Background: an optimization exercise with open tools, aiming at a short achievable clock period and few clock cycles. Do not read the settings as production practice. In this exercise RTL edits were held to simulation tests only and were not proved equivalent to the original.

**design/flow/constraint.sdc**
```tcl
create_clock -name core_clock -period 10.0 [get_ports {clk}]
set_input_delay 2.0000 -clock core_clock [delete_from_list [all_inputs] [get_ports {clk}]]
set_output_delay 2.0000 -clock core_clock [all_outputs]
set_load 0.01 [all_outputs]
```
**design/flow/design.v**
```verilog
`timescale 1ns/1ps
module yfcpu2 #(
    parameter int IM_SIZE = 8,
    parameter int RF_SIZE = 4,
    parameter int DW      = 8
) (
    input  logic                   clk,
    input  logic                   rst,
    input  logic                   imem_we,
    input  logic [IM_SIZE-1:0]     imem_waddr,
    input  logic [4+3*RF_SIZE-1:0] imem_wdata,
    input  logic [RF_SIZE-1:0]     dbg_raddr,
    output logic [IM_SIZE-1:0]     pc_out,
    output logic                   halted,
    output logic                   zero,
    output logic [DW-1:0]          dbg_rdata
);
    localparam int IW = 4 + 3*RF_SIZE;
    localparam logic [3:0] OP_HALT = 4'd0;
    localparam logic [3:0] OP_LRI  = 4'd1;
    localparam logic [3:0] OP_ADD  = 4'd4;
    localparam logic [3:0] OP_SUB  = 4'd5;
    localparam logic [3:0] OP_OR   = 4'd6;
    localparam logic [3:0] OP_XOR  = 4'd7;
    localparam logic [3:0] OP_AND  = 4'd8;
    localparam logic [3:0] OP_BZ   = 4'd9;
    localparam logic [3:0] OP_JMP  = 4'd10;
    logic [IW-1:0]      imem [2**IM_SIZE];
    logic [DW-1:0]      rf_q [2**RF_SIZE];
    logic [IM_SIZE-1:0] pc_q, pc_d;
    logic [IW-1:0]      ex_q;
    logic               zero_q;
    logic               halted_q;
    assign pc_out = pc_q;
    assign halted = halted_q;
    assign zero   = zero_q;
    logic [DW-1:0]      dbg_q;
    assign dbg_rdata = dbg_q;
    always_ff @(posedge clk) begin
        dbg_q <= rf_q[dbg_raddr];
    end
    always_ff @(posedge clk) begin
        if (imem_we) begin
            imem[imem_waddr] <= imem_wdata;
        end
    end
    logic [3:0]         x_op;
    logic [RF_SIZE-1:0] x_ra, x_rb, x_rd;
    logic [DW-1:0]      a, b, w;
    logic               x_wr;       
    logic               x_z;        
    assign x_op = ex_q[IW-1 -: 4];
    assign x_ra = ex_q[3*RF_SIZE-1 -: RF_SIZE];
    assign x_rb = ex_q[2*RF_SIZE-1 -: RF_SIZE];
    assign x_rd = ex_q[RF_SIZE-1:0];
    assign a    = rf_q[x_ra];
    assign b    = rf_q[x_rb];
    always_comb begin
        x_wr = 1'b1;
        case (x_op)
            OP_LRI:  w = {x_ra, x_rb};
            OP_ADD:  w = a + b;
            OP_SUB:  w = a - b;
            OP_OR:   w = a | b;
            OP_XOR:  w = a ^ b;
            OP_AND:  w = a & b;
            default: begin
                w    = a & b;
                x_wr = 1'b0;
            end
        endcase
    end
    logic [DW-1:0] add_chk;
    assign add_chk = (a ^ b) ^ {a[DW-2:0] | b[DW-2:0], 1'b0};
    always_comb begin
        case (x_op)
            OP_LRI:  x_z = ({x_ra, x_rb} == '0);
            OP_ADD:  x_z = (add_chk == '0);
            OP_SUB:  x_z = (a == b);
            OP_OR:   x_z = ((a | b) == '0);
            OP_XOR:  x_z = (a == b);
            default: x_z = ((a & b) == '0);
        endcase
    end
    logic [IW-1:0]      f_ins;
    logic [3:0]         f_op;
    logic               z_fwd;
    logic               f_take;
    assign f_ins  = imem[pc_q];
    assign f_op   = f_ins[IW-1 -: 4];
    assign z_fwd  = x_wr ? x_z : zero_q;
    assign f_take = (f_op == OP_JMP) || ((f_op == OP_BZ) && z_fwd);
    always_comb begin
        if (halted_q)    pc_d = pc_q;
        else if (f_take) pc_d = IM_SIZE'(f_ins[3*RF_SIZE-1 -: 2*RF_SIZE]);
        else             pc_d = pc_q + IM_SIZE'(1);
    end
    always_ff @(posedge clk or negedge rst) begin
        if (!rst) begin
            pc_q     <= '0;
            ex_q     <= '0;
            zero_q   <= 1'b0;
            halted_q <= 1'b0;
            for (int i = 0; i < 2**RF_SIZE; i++) begin
                rf_q[i] <= '0;
            end
        end else begin
            pc_q <= pc_d;
            if (!halted_q) begin
                ex_q     <= f_ins;
                halted_q <= (f_op == OP_HALT);
            end
            if (x_wr) begin
                zero_q      <= x_z;
                rf_q[x_rd]  <= w;
            end
        end
    end
endmodule
```
**design/flow/config.mk**
```make
export PLATFORM = sky130hd
export DESIGN_NAME = yfcpu2
export DESIGN_NICKNAME = yfcpu2
export VERILOG_FILES = /design/flow/design.v
export SDC_FILE = /design/flow/constraint.sdc
export NUM_CORES = 4
export LEC_CHECK = 0
export CAP_MARGIN = 20
export CORE_MARGIN = 2
export CORE_UTILIZATION = 40
export SLEW_MARGIN = 20
export SYNTH_MEMORY_MAX_BITS = 8192
```
**design/flow/run.sh**
```bash
#!/bin/bash
# synth_recipe.tcl (not shown) runs the flow's synth.tcl, then flattens the netlist and writes it again
# the make line also repeats each setting of config.mk as NAME=value (left out here)
make -C /OpenROAD-flow-scripts/flow DESIGN_CONFIG=/design/flow/config.mk WORK_HOME=/design/flow/orfs CLKGATE_MAP_FILE= SYNTH_SCRIPT=/design/flow/synth_recipe.tcl finish
```
==> reports/qor.yml <==
drc: 0
die_area_um2: 426000
p_total_mw: 52.0
cts_root_buf: "clkbuf_16"
syn_nets: 7670
slowest_stage: "dfrtp_4"
grt_pass1_wl_mm: 659
avgSynthCellArea_um2: 22.1
cts_tree: "done"
rsz0062_at_grt: "no"
clkSinkCount: 4258
cts-buffers-inserted: 429
avgViaCountPerCell: 6.07
netlist-cell-type-count: 74
worstHoldPathType: "flip-flop to flip-flop"
core_area_um2: 419000
synth.top_cell.area_share_pct: 73.2
worst_pin_slew_ns: 1.17
fin_nets: 7901
grtUsageTotal_pct: 21.8
drv_slew: 0
pin_count: 49
setup_tns_ns: 0
post_cts_buffers: 0
wirelength_mm: 471
post_cts_resized: 0
rows: 238
ys_warn_count: 2
seq_area_frac_synth_pct: 75.5
final_common_cell: "edfxtp_1"
synth-seq-cells: 4258
synthesis.area_um2: 168000
initial_core_util_pct: 40.1
die_w_um: 652
portBuffers: 48
holdBufCountCts: 0
dr_total_vias: 83379
cp_cell_sequence: "buf_12 -> buf_4 -> buf_4 -> clkdlybuf4s50_1"
setup_viol: 0
clkLatencyLatePin_ns: 1.01
status: "timing/DRC/antenna clean"
cellPowerDensity_nw_per_um2: 274
grt_pass1_vias: 81696
layout_common_cells: "4,096 x edfxtp_1, 1,271 x mux4_2, 432 x clkbuf_16"
cp.required_ns: 8.00
cpMostUsedCell: "buf_4"
hpwl_mm: 285
fp.dieH_um: 652
antenna_found_initial: 34
cp.arrival_ns: 4.27
crit_family: "buffers and inverters"
fmaxAchievable_ghz: 0.159
crit_buf_inv: 4
synthToLayoutAreaGrowth_pct: 12.9
criticalPathCategory: "flip-flop to primary output"
synth_edf_count: 4096
htree_levels: 5
end_kind: "primary output"
first_pass_iters: 6
vdd_drop_max_uv: 231
slew_headroom_pct: 22.2
drt-wirelength-per-cell_um: 34.3
path_max_fanout: 50
synth_cells: 7613
post-route-period-util_pct: 62.7
start_kind: "flip-flop"
clockBufferDepth: 4
holdWs_ns: 0.489
ys.flop_type: "edfxtp_1"
critical_path.max_stage_delay_ns: 0.85
fillCellCount: 34431
gp_congestion: 0.990
dp_slack_ns: 3.88
ant_nets: 0
p_leak_nw: 59.0
multiInputGateArea_um2: 39500
register_area_um2: 127000
synth_area_leaders: "edfxtp_1 73%, mux4_2 17%, dfrtp_1 2.3%"
grt_overflow: 0
drv_cap: 0
period_needed_ns: 6.27
grt_max_degree: 167
async_flop_share_pct: 3.62
hold_viol_final: 0
reg2reg_slack_ns: 3.97
clkTransAtPathRegs_ns: 0.06
yosys.area.top_type: "edfxtp_1"
drive_gt1_share_pct: 30.3
fin_skew_ns: 0.0823
worst_slack_ns: 3.73
drtIter0Drc: 12030
[worst reg2reg max path: cells and delay by family, from the launching register on]
| kind | cells | cell delay (ns) |
|---|---|---|
| multiplexers | 3 | 1.76 |
| buffers and inverters | 3 | 1.77 |
| flip-flops | 1 | 0.85 |
| AO/OA/AOI/OAI | 3 | 1.53 |
[metrics by stage]
stage          utilization (%)  cells  area (µm²)
4_1_cts                   45.2  13714      190000
3_3_place_gp              41.9  12927      176000
2_1_floorplan                -   7613      168000
5_1_grt                   45.3  13720      190000
6_report                  45.3  13735      190000
3_5_place_dp              41.9  12932      176000
[synthesized netlist by cell type, drive strengths merged, types with 24 or more instances]
library cell / count
edfxtp: 4096
a221oi: 27
mux2: 120
mux4: 1271
mux2i: 108
o21ai: 122
dfrtp: 154
nor3: 26
nand2: 186
a21oi: 96
clkbuf: 186
a31oi: 32
a22oi: 60
buf: 262
nor2: 379
ha: 24
inv: 47
nand3: 70
nor2b: 45
[power breakdown]
| group | switching (mW) | internal [mW] | total [mW] |
|---|---|---|---|
| Sequential | 0.621 | 19.8 | 20.5 |
| Combinational | 9.13 | 6.52 | 15.6 |
| Clock | 6.91 | 8.95 | 15.9 |
| Total | 16.7 | 35.3 | 52.0 |
[area by class of cell]
cell class	count	share of cell area (%)
diodes	20	0.0264
clock buffers	526	5.90
clock inverters	256	1.36
inverters	54	0.108
multi-input cells	2853	20.8
flip-flops and latches	4258	66.9
well taps	5520	3.64
repair buffers	248	1.25
[state kept, by name, indices dropped and copies added (netlist names)]
| signal | flops |
|---|---|
| halted_q | 1 |
| dbg_q | 8 |
| imem | 4096 |
| rf_q | 128 |
| pc_q | 8 |
| ex_q | 16 |
| zero_q | 1 |
[cell families (layout without fill, tap and decap cells)]
| family | Yosys count | in the layout | synth area share, % |
|---|---|---|---|
| flops | 4258 | 4258 | 75.5 |
| mux | 1499 | 1499 | 18.5 |
| simple gates | 793 | 793 | 2.06 |
| compound gates | 522 | 522 | 2.10 |
| buf+inv | 502 | 1084 | 1.55 |
| fa+ha+maj | 26 | 26 | 0.202 |
| xor+xnor | 13 | 13 | 0.0677 |
| other cells | 0 | 20 | 0 |
[routing by layer]
layer  wire length [µm]  share of wire [%]  up-vias  GRT usage (%)
met5                 11             0.0023        -              0
met4              17300                3.7        2           7.40
met3              43100                9.1      771           3.88
met2             220000                 47     4516           33.7
met1             191000                 40    45294           31.4
li1                   -                  -    32796              -
[worst paths after layout]
| path | start | to | cells past startpoint |
|---|---|---|---|
| setup / recovery | pc_q[0]$_DFFE_PN0N_ | pc_out[0] | 4 |
| hold / removal | ex_q[8]$_DFFE_PN0N_ | ex_q[8]$_DFFE_PN0N_ | 1 |
| setup reg to reg | pc_q[0]$_DFFE_PN0N_ | pc_q[7]$_DFFE_PN0N_ | 9 |
| hold reg to reg | ex_q[8]$_DFFE_PN0N_ | ex_q[8]$_DFFE_PN0N_ | 1 |
| min in group asynchronous | rst | rf_q[11][2]$_DFFE_PN0P_ | 1 |
| max in group asynchronous | rst | pc_q[5]$_DFFE_PN0N_ | 2 |
Testbench counts, summed over its fixed seeds: cycles 28,033.

[re-timing with driven ports]
The flow's constraints put no driver on any port. The routed layout listed below was extracted and timed again, unchanged, in two steps.
Step 1 sets driving cells, clkbuf_16 on the clock port and buf_2 on the other inputs (assumed; they add their load-dependent delay and slew).
Step 2 times the ports against the registers' clock, not the clock port: input delays grow and output delays shrink by t, the midpoint of the rising clock arrivals with the driver on.
Slacks: ideal / step 1 / step 2; pairs: ideal / step 1.
t (ns): 1.079
slack for setup (ns): 3.728 / 3.615 / 3.973
worst setup path after step 2: register to register
worst register clock-pin slew, ns: 0.07 / 0.07
worst data-port slew with drivers (ns): 0.13
After both steps this run still meets setup and hold. For this run, drivers alone change the setup slack by -0.113 ns; drivers and shift together by +0.245 ns.
